What follows belongs to an exercise in optimizing a design on an open flow for small area; a production flow would make more cautious choices.
In this exercise RTL edits were held to simulation tests only and were not proved equivalent to the original.
No activity file was given, so power comes from the tool's default toggle rates.

lagoon:
==> flow/design.v <==
`default_nettype none
package srcPkg;
    localparam int InstrWidth   = 32;   
    localparam int RegCount     = 16;
    localparam int RegAddrWidth = 4;    
    localparam int ImmWidth     = 19;   
    localparam int OpcodeWidth  = 5;
    localparam logic [OpcodeWidth-1:0] OpAdd  = 5'd3;
    localparam logic [OpcodeWidth-1:0] OpSub  = 5'd4;
    localparam logic [OpcodeWidth-1:0] OpAnd  = 5'd5;
    localparam logic [OpcodeWidth-1:0] OpOr   = 5'd6;
    localparam logic [OpcodeWidth-1:0] OpShr  = 5'd7;
    localparam logic [OpcodeWidth-1:0] OpShra = 5'd8;
    localparam logic [OpcodeWidth-1:0] OpShl  = 5'd9;
    localparam logic [OpcodeWidth-1:0] OpRor  = 5'd10;
    localparam logic [OpcodeWidth-1:0] OpRol  = 5'd11;
    localparam logic [OpcodeWidth-1:0] OpAddi = 5'd12;
    localparam logic [OpcodeWidth-1:0] OpAndi = 5'd13;
    localparam logic [OpcodeWidth-1:0] OpOri  = 5'd14;
    localparam logic [OpcodeWidth-1:0] OpNeg    = 5'd17;   
    localparam logic [OpcodeWidth-1:0] OpNot    = 5'd18;
    localparam logic [OpcodeWidth-1:0] OpBranch = 5'd19;   
    typedef enum logic [3:0] {
        AluAdd, AluSub, AluAnd, AluOr,
        AluShr, AluShra, AluShl, AluRor, AluRol,
        AluNeg, AluNot,
        AluBranch,   
        AluNone      
    } AluOp;
    typedef enum logic [1:0] {
        CondZero    = 2'd0,
        CondNonzero = 2'd1,
        CondMinus   = 2'd2,
        CondPlus    = 2'd3
    } CondCode;
    typedef struct packed {
        AluOp                    aluOp;
        logic [RegAddrWidth-1:0] destReg;
        logic [InstrWidth-1:0]   opA;       
        logic [InstrWidth-1:0]   opB;       
        CondCode                 cond;
        logic                    writes;
        logic                    illegal;
    } DecodedOp;
    typedef struct packed {
        logic [InstrWidth-1:0]   value;
        logic [RegAddrWidth-1:0] destReg;
        logic                    writes;
        logic                    branchTaken;
        logic                    illegal;
    } ExecResult;
endpackage
`default_nettype wire
`default_nettype none
module srcCore (
    input  logic                            Clock,
    input  logic                            rstN,
    input  logic                            req,
    input  logic [srcPkg::InstrWidth-1:0]   instr,
    output logic                            ack,
    output logic [srcPkg::InstrWidth-1:0]   result,
    output logic [srcPkg::RegAddrWidth-1:0] resultReg,
    output logic                            wrote,
    output logic                            branchTaken,
    output logic                            illegal
);
    logic [4:0] op;
    logic [3:0] ra, rb, rc;
    assign op = instr[31:27];
    assign ra = instr[26:23];
    assign rb = instr[22:19];
    assign rc = instr[18:15];
    logic isAdd, isSub, isAnd, isOr, isShr, isShra, isShl, isRor, isRol;
    logic isAddi, isAndi, isOri, isNeg, isNot, isBr;
    assign isAdd  = (op == 5'd3);
    assign isSub  = (op == 5'd4);
    assign isAnd  = (op == 5'd5);
    assign isOr   = (op == 5'd6);
    assign isShr  = (op == 5'd7);
    assign isShra = (op == 5'd8);
    assign isShl  = (op == 5'd9);
    assign isRor  = (op == 5'd10);
    assign isRol  = (op == 5'd11);
    assign isAddi = (op == 5'd12);
    assign isAndi = (op == 5'd13);
    assign isOri  = (op == 5'd14);
    assign isNeg  = (op == 5'd17);
    assign isNot  = (op == 5'd18);
    assign isBr   = (op == 5'd19);
    logic isShift, isBin, isImm, writes, isIll, shLeft;
    assign isShift = isShr | isShra | isShl | isRor | isRol;
    assign isBin   = isAdd | isSub | isAnd | isOr;
    assign isImm   = isAddi | isAndi | isOri;
    assign writes  = isBin | isShift | isImm | isNeg | isNot;
    assign isIll   = !(writes | isBr);
    assign shLeft  = isShl | isRol;
    logic [2:0] phase;
    logic       clr;           
    logic       active;        
    logic       rot2;          
    logic       loadDone;      
    logic [4:0] rotL;          
    logic       carry;
    logic [1:0] outcome;       
    logic       nz;            
    logic [3:0] x [8];         
    logic [3:0] prev;          
    logic [3:0] ring [16][8];
    logic run, passCyc, passEnd, loading, lastLoad, needLoad, rightMode, readRc;
    logic [2:0] rotG, stopPh;
    logic [1:0] rotB;
    assign rotG     = rotL[4:2];
    assign rotB     = rotL[1:0];
    assign run      = req && !ack;
    assign needLoad  = isShift | isBin;
    assign passCyc   = run && (needLoad ? (loadDone && (phase == 3'd0 || !rot2))
                                         : (active || phase == 3'd0));
    assign passEnd   = passCyc && (phase == 3'd7);
    assign loading   = run && needLoad && !loadDone && (active || phase == 3'd0);
    assign rightMode = (rotG == 3'd7);
    assign stopPh    = rightMode ? 3'd7 : ~rotG;
    assign lastLoad  = loading && (isBin ? (phase == 3'd7) : (rot2 && phase == stopPh));
    assign readRc    = loading && (isBin || (!rot2 && phase[2:1] == 2'd0));
    logic [3:0] addrA;
    logic [3:0] dataA;
    assign addrA = isBr ? ra : (readRc ? rc : rb);
    for (genvar i = 0; i < 4; i++) begin : rdLane
        logic [15:0] col;
        for (genvar r = 0; r < 16; r++) begin : c
            assign col[r] = ring[r][0][i];
        end
        mux16 muxA (.s(addrA), .d(col), .y(dataA[i]));
    end
    logic [7:0] window;
    logic [3:0] rotOut, shOut, below;
    logic       gLess, gEq, fillLeft, fillRight, fillVal;
    logic [3:0] prevEff, nextEff;
    assign prevEff   = (phase == 3'd0) ? x[7] : prev;    
    assign nextEff   = (phase == 3'd7) ? prev : x[1];    
    assign window    = rightMode ? {nextEff, x[0]} : {x[0], prevEff};
    assign gLess     = (!phase[2] & rotG[2]) |
                       ((phase[2] == rotG[2]) & ((!phase[1] & rotG[1]) |
                                                 ((phase[1] == rotG[1]) & !phase[0] & rotG[0])));
    assign gEq       = phase == rotG;
    assign fillLeft  = isShl;
    assign fillRight = (isShr | isShra) & (rotL != 5'd0);
    assign fillVal   = isShra & (rightMode ? x[0][3] : (gEq ? prevEff[3] : x[7][3]));
    logic [3:0] laneLess;   
    assign laneLess = {1'b0, &rotB, rotB[1], |rotB};
    always_comb begin
        case (rotB)
            2'd0:    rotOut = window[7:4];
            2'd1:    rotOut = window[6:3];
            2'd2:    rotOut = window[5:2];
            default: rotOut = window[4:1];
        endcase
    end
    always_comb begin
        for (int i = 0; i < 4; i++) begin
            below[i]  = gLess | (gEq & laneLess[i]);
            if ((fillLeft & below[i]) | (fillRight & !below[i])) shOut[i] = fillVal;
            else                                               shOut[i] = rotOut[i];
        end
    end
    logic [3:0] amtLo;
    logic [3:0] negB;
    always_comb begin
        logic z;   
        z = 1'b1;
        for (int i = 0; i < 4; i++) begin
            negB[i] = dataA[i] ^ !z;
            z       = z & !dataA[i];
        end
    end
    assign amtLo = shLeft ? dataA : negB;
    logic [18:0] imm;
    logic [3:0]  immG, opB, addA, addB, logicOut, resG;
    logic        cin;
    logic [4:0]  sum;
    assign imm = instr[18:0];
    for (genvar i = 0; i < 4; i++) begin : immLane
        logic lo, hi;
        mux4 m (.s(phase[1:0]), .d({imm[12 + i], imm[8 + i], imm[4 + i], imm[i]}), .y(lo));
        assign hi = (phase[1:0] == 2'd0) ? imm[(i < 3) ? 16 + i : 18] : imm[18];
        assign immG[i] = phase[2] ? hi : lo;
    end
    assign opB = isImm ? immG : x[0];
    assign addA = (isNeg | isNot) ? ~dataA : dataA;
    assign addB = (isNeg | isNot | loading) ? 4'd0 : (isSub ? ~opB : opB);
    assign cin  = (phase == 3'd0) ? ((isSub | isNeg) & !loading) : carry;
    always_comb begin
        logic c;
        c = cin;
        for (int i = 0; i < 4; i++) begin
            sum[i] = addA[i] ^ addB[i] ^ c;
            c      = (addA[i] & addB[i]) | (c & (addA[i] ^ addB[i]));
        end
        sum[4] = c;
    end
    always_comb begin
        if (isAnd | isAndi) logicOut = dataA & opB;
        else                logicOut = dataA | opB;
    end
    always_comb begin
        if (isAdd | isAddi | isSub | isNeg | isNot | loading) resG = sum[3:0];   
        else if (isShift)                   resG = shOut;
        else if (writes)                    resG = logicOut;
        else                                resG = 4'd0;   
    end
    logic anyA, brCond;
    assign anyA = ((phase != 3'd0) && nz) | (|dataA);
    always_comb begin
        case (instr[20:19])
            2'd0:    brCond = !anyA;
            2'd1:    brCond = anyA;
            2'd2:    brCond = dataA[3];
            default: brCond = !dataA[3];
        endcase
    end
    always_ff @(posedge Clock) begin
        if (!rstN) begin
            phase    <= 3'd0;
            clr      <= 1'b1;
            ack      <= 1'b0;
            active   <= 1'b0;
            rot2     <= 1'b0;
            loadDone <= 1'b0;
        end else begin
            phase <= {phase[2] ^ (phase[1] & phase[0]), phase[1] ^ phase[0], !phase[0]};
            if (phase == 3'd7) clr <= 1'b0;
            if (passEnd) ack <= 1'b1;
            else if (!req) ack <= 1'b0;
            active   <= run && (active || phase == 3'd0) && !passEnd;
            rot2     <= run && isShift && ((loading && (rot2 || phase == 3'd7)) ||
                                           (loadDone && rot2 && phase != 3'd0));
            loadDone <= run && (loadDone || lastLoad);
        end
    end
    always_ff @(posedge Clock) begin
        if (loading && !rot2) begin
            if (phase == 3'd0) rotL[3:0] <= amtLo;
            if (phase == 3'd1) rotL[4]   <= shLeft ? dataA[0] : (!dataA[0] ^ (rotL[3:0] == 4'd0));
        end
        carry <= sum[4];
        nz    <= anyA;
        if (loading || passCyc) begin
            for (int k = 0; k < 7; k++) x[k] <= x[k + 1];
            x[7] <= resG;
            if (!(rightMode && isShift && passCyc) || phase == 3'd0) prev <= x[0];
        end
        if (passEnd) begin
            resultReg   <= ra;
            outcome     <= writes ? 2'd2 : (isIll ? 2'd3 : {1'b0, brCond});
        end
    end
    logic [3:0] wdata;
    logic [3:0] ringIn [16];
    assign wdata = resG;
    logic [15:0] we, keep;
    wrDecode wd (.en(passCyc && writes), .clr(clr), .a(ra), .we(we), .keep(keep));
    for (genvar r = 0; r < 16; r++) begin : wr
        aoMux4 m (.s(we[r]), .sn(keep[r]), .a(wdata), .b(ring[r][0]), .y(ringIn[r]));
    end
    always_ff @(posedge Clock) begin
        for (int r = 0; r < 16; r++) begin
            for (int k = 0; k < 7; k++) ring[r][k] <= ring[r][k + 1];
            ring[r][7] <= ringIn[r];
        end
    end
    always_comb begin
        for (int k = 0; k < 8; k++) result[4*k +: 4] = x[k];
    end
    assign wrote       = outcome == 2'd2;
    assign illegal     = outcome == 2'd3;
    assign branchTaken = outcome == 2'd1;
endmodule
module wrDecode (
    input  logic        en,
    input  logic        clr,
    input  logic [3:0]  a,
    output logic [15:0] we,
    output logic [15:0] keep
);
    logic [3:0] lo, hi;
    always_comb begin
        for (int k = 0; k < 4; k++) begin
            lo[k] = (a[1:0] == 2'(k));
            hi[k] = en && (a[3:2] == 2'(k));
        end
        for (int r = 0; r < 16; r++) begin
            we[r]   = lo[r % 4] & hi[r / 4];
            keep[r] = !(we[r] | clr);
        end
    end
endmodule
module mux16 (
    input  logic [3:0]  s,
    input  logic [15:0] d,
    output logic        y
);
    logic [3:0] m;
    for (genvar j = 0; j < 4; j++) begin : l1
        mux4 u (.s(s[1:0]), .d(d[4*j +: 4]), .y(m[j]));
    end
    mux4 u2 (.s(s[3:2]), .d(m), .y(y));
endmodule
module mux4 (
    input  logic [1:0] s,
    input  logic [3:0] d,
    output logic       y
);
    assign y = d[s];
endmodule
module aoMux4 (
    input  logic       s,
    input  logic       sn,
    input  logic [3:0] a,
    input  logic [3:0] b,
    output logic [3:0] y
);
    assign y = ({4{s}} & a) | ({4{sn}} & b);
endmodule
`default_nettype wire
Settings: LEC_CHECK=0, ABC_AREA=0, CAP_MARGIN=20, CORE_MARGIN=2, CORE_UTILIZATION=60, CTS_BUF_LIST=sky130_fd_sc_hd__clkbuf_8, CTS_CLUSTER_DIAMETER=60, CTS_CLUSTER_SIZE=18, SLEW_MARGIN=20, SYNTH_HIERARCHICAL=1, SYNTH_MINIMUM_KEEP_SIZE=0; clock period 8.0 ns.
standard.sh (not shown) runs the stock make flow with config.mk's settings and CLKGATE_MAP_FILE= SYNTH_SCRIPT=/design/flow/synth_recipe.tcl, a recipe that flattens the netlist after the stock synthesis.
==> flow/flow/run.sh <==
#!/bin/bash
# Standard layout, with buf_1 as the port buffer cell and no dummy clock loads.
set -e
export BUFFER_PORTS_ARGS="-buffer_cell sky130_fd_sc_hd__buf_1"
export CTS_ARGS="-sink_clustering_enable -repair_clock_nets -sink_clustering_size 18 -sink_clustering_max_diameter 60 -buf_list sky130_fd_sc_hd__clkbuf_8 -dont_use_dummy_load"
bash standard.sh > standard.log 2>&1
### lagoon -> indigo
--- a/flow/design.v
+++ b/flow/design.v
@@ -96,12 +96,13 @@
     assign shLeft  = isShl | isRol;
     logic [2:0] phase;
     logic       clr;           
-    logic       active;        
+    logic       inPass;        
+    logic       ld;            
     logic       rot2;          
     logic       loadDone;      
     logic [4:0] rotL;          
+    logic       sgn;           
     logic       carry;
-    logic [1:0] outcome;       
     logic       nz;            
     logic [3:0] x [8];         
     logic [3:0] prev;          
@@ -113,10 +114,9 @@
     assign rotB     = rotL[1:0];
     assign run      = req && !ack;
     assign needLoad  = isShift | isBin;
-    assign passCyc   = run && (needLoad ? (loadDone && (phase == 3'd0 || !rot2))
-                                         : (active || phase == 3'd0));
+    assign passCyc   = run && (inPass || (phase == 3'd0 && (!needLoad || loadDone)));
     assign passEnd   = passCyc && (phase == 3'd7);
-    assign loading   = run && needLoad && !loadDone && (active || phase == 3'd0);
+    assign loading   = run && needLoad && !loadDone && (ld || phase == 3'd0);
     assign rightMode = (rotG == 3'd7);
     assign stopPh    = rightMode ? 3'd7 : ~rotG;
     assign lastLoad  = loading && (isBin ? (phase == 3'd7) : (rot2 && phase == stopPh));
@@ -144,7 +144,7 @@
     assign gEq       = phase == rotG;
     assign fillLeft  = isShl;
     assign fillRight = (isShr | isShra) & (rotL != 5'd0);
-    assign fillVal   = isShra & (rightMode ? x[0][3] : (gEq ? prevEff[3] : x[7][3]));
+    assign fillVal   = isShra & sgn;
     logic [3:0] laneLess;   
     assign laneLess = {1'b0, &rotB, rotB[1], |rotB};
     always_comb begin
@@ -185,9 +185,9 @@
         assign immG[i] = phase[2] ? hi : lo;
     end
     assign opB = isImm ? immG : x[0];
-    assign addA = (isNeg | isNot) ? ~dataA : dataA;
-    assign addB = (isNeg | isNot | loading) ? 4'd0 : (isSub ? ~opB : opB);
-    assign cin  = (phase == 3'd0) ? ((isSub | isNeg) & !loading) : carry;
+    assign addA = isNeg ? ~dataA : dataA;
+    assign addB = isNeg ? 4'd0 : (isSub ? ~opB : opB);
+    assign cin  = (phase == 3'd0) ? (isSub | isNeg) : carry;
     always_comb begin
         logic c;
         c = cin;
@@ -198,11 +198,12 @@
         sum[4] = c;
     end
     always_comb begin
-        if (isAnd | isAndi) logicOut = dataA & opB;
-        else                logicOut = dataA | opB;
+        if (isAnd | isAndi)    logicOut = dataA & opB;
+        else if (isOr | isOri) logicOut = dataA | opB;
+        else                   logicOut = ~dataA;
     end
     always_comb begin
-        if (isAdd | isAddi | isSub | isNeg | isNot | loading) resG = sum[3:0];   
+        if (isAdd | isAddi | isSub | isNeg) resG = sum[3:0];
         else if (isShift)                   resG = shOut;
         else if (writes)                    resG = logicOut;
         else                                resG = 4'd0;   
@@ -222,7 +223,8 @@
             phase    <= 3'd0;
             clr      <= 1'b1;
             ack      <= 1'b0;
-            active   <= 1'b0;
+            inPass   <= 1'b0;
+            ld       <= 1'b0;
             rot2     <= 1'b0;
             loadDone <= 1'b0;
         end else begin
@@ -230,9 +232,9 @@
             if (phase == 3'd7) clr <= 1'b0;
             if (passEnd) ack <= 1'b1;
             else if (!req) ack <= 1'b0;
-            active   <= run && (active || phase == 3'd0) && !passEnd;
-            rot2     <= run && isShift && ((loading && (rot2 || phase == 3'd7)) ||
-                                           (loadDone && rot2 && phase != 3'd0));
+            inPass   <= passCyc && !passEnd;
+            ld       <= loading && !lastLoad;
+            rot2     <= loading && !lastLoad && (rot2 || phase == 3'd7);
             loadDone <= run && (loadDone || lastLoad);
         end
     end
@@ -240,17 +242,20 @@
         if (loading && !rot2) begin
             if (phase == 3'd0) rotL[3:0] <= amtLo;
             if (phase == 3'd1) rotL[4]   <= shLeft ? dataA[0] : (!dataA[0] ^ (rotL[3:0] == 4'd0));
+            if (phase == 3'd7) sgn       <= dataA[3];
         end
         carry <= sum[4];
         nz    <= anyA;
         if (loading || passCyc) begin
             for (int k = 0; k < 7; k++) x[k] <= x[k + 1];
-            x[7] <= resG;
+            x[7] <= loading ? dataA : resG;
             if (!(rightMode && isShift && passCyc) || phase == 3'd0) prev <= x[0];
         end
         if (passEnd) begin
             resultReg   <= ra;
-            outcome     <= writes ? 2'd2 : (isIll ? 2'd3 : {1'b0, brCond});
+            wrote       <= writes;
+            illegal     <= isIll;
+            branchTaken <= isBr & brCond;
         end
     end
     logic [3:0] wdata;
@@ -270,9 +275,6 @@
     always_comb begin
         for (int k = 0; k < 8; k++) result[4*k +: 4] = x[k];
     end
-    assign wrote       = outcome == 2'd2;
-    assign illegal     = outcome == 2'd3;
-    assign branchTaken = outcome == 2'd1;
 endmodule
 module wrDecode (
     input  logic        en,
### Flow results
In the reports for indigo and lagoon, the smaller number of synthesized register bits belongs to lagoon.
Cmp indigo vs lagoon: routed wire length higher in indigo
indigo gives more count of clock buffers in the final design than lagoon did.
Timing startpoint of the critical path: instr[29] -> indigo, instr[27] -> lagoon
Max cell area across indigo and lagoon: indigo
Overall power after layout on indigo is up relative to lagoon.
| sequential share of layout area | indigo vs lagoon | 0.35 points lower |
indigo: relative slew slack higher than lagoon

[re-timing with driven ports]
No port has a modelled driver above. Below, the same layouts with a new extraction and two added sets of constraints. Step 1 assumes that a clkbuf_16 drives the clock port and a buf_2 every other input. Step 2 adds t to the input delays and takes it off the output delays; t is the mean of the earliest and latest rising clock arrival at the registers after step 1. Input paths then give back, and output paths get back, about the clock's delay inside the block. a / b / c = no drivers / after step 1 / after step 2; a / b = the first two.
run	shift t [ns]	setup WS [ns]	hold slack, ns	clock arrival spread, ns	worst data-port slew with drivers (ns)
lagoon	0.580	0.996 / 1.007 / 0.427	0.292 / 0.292 / 0.292	0.054 / 0.054	0.06
indigo	0.549	0.988 / 0.996 / 0.447	0.271 / 0.271 / 0.271	0.109 / 0.110	0.05
After both steps setup and hold are still met in every run listed. The setup slack of lagoon, which loses most, moves by +0.011 ns with the drivers and by -0.569 ns with both steps.
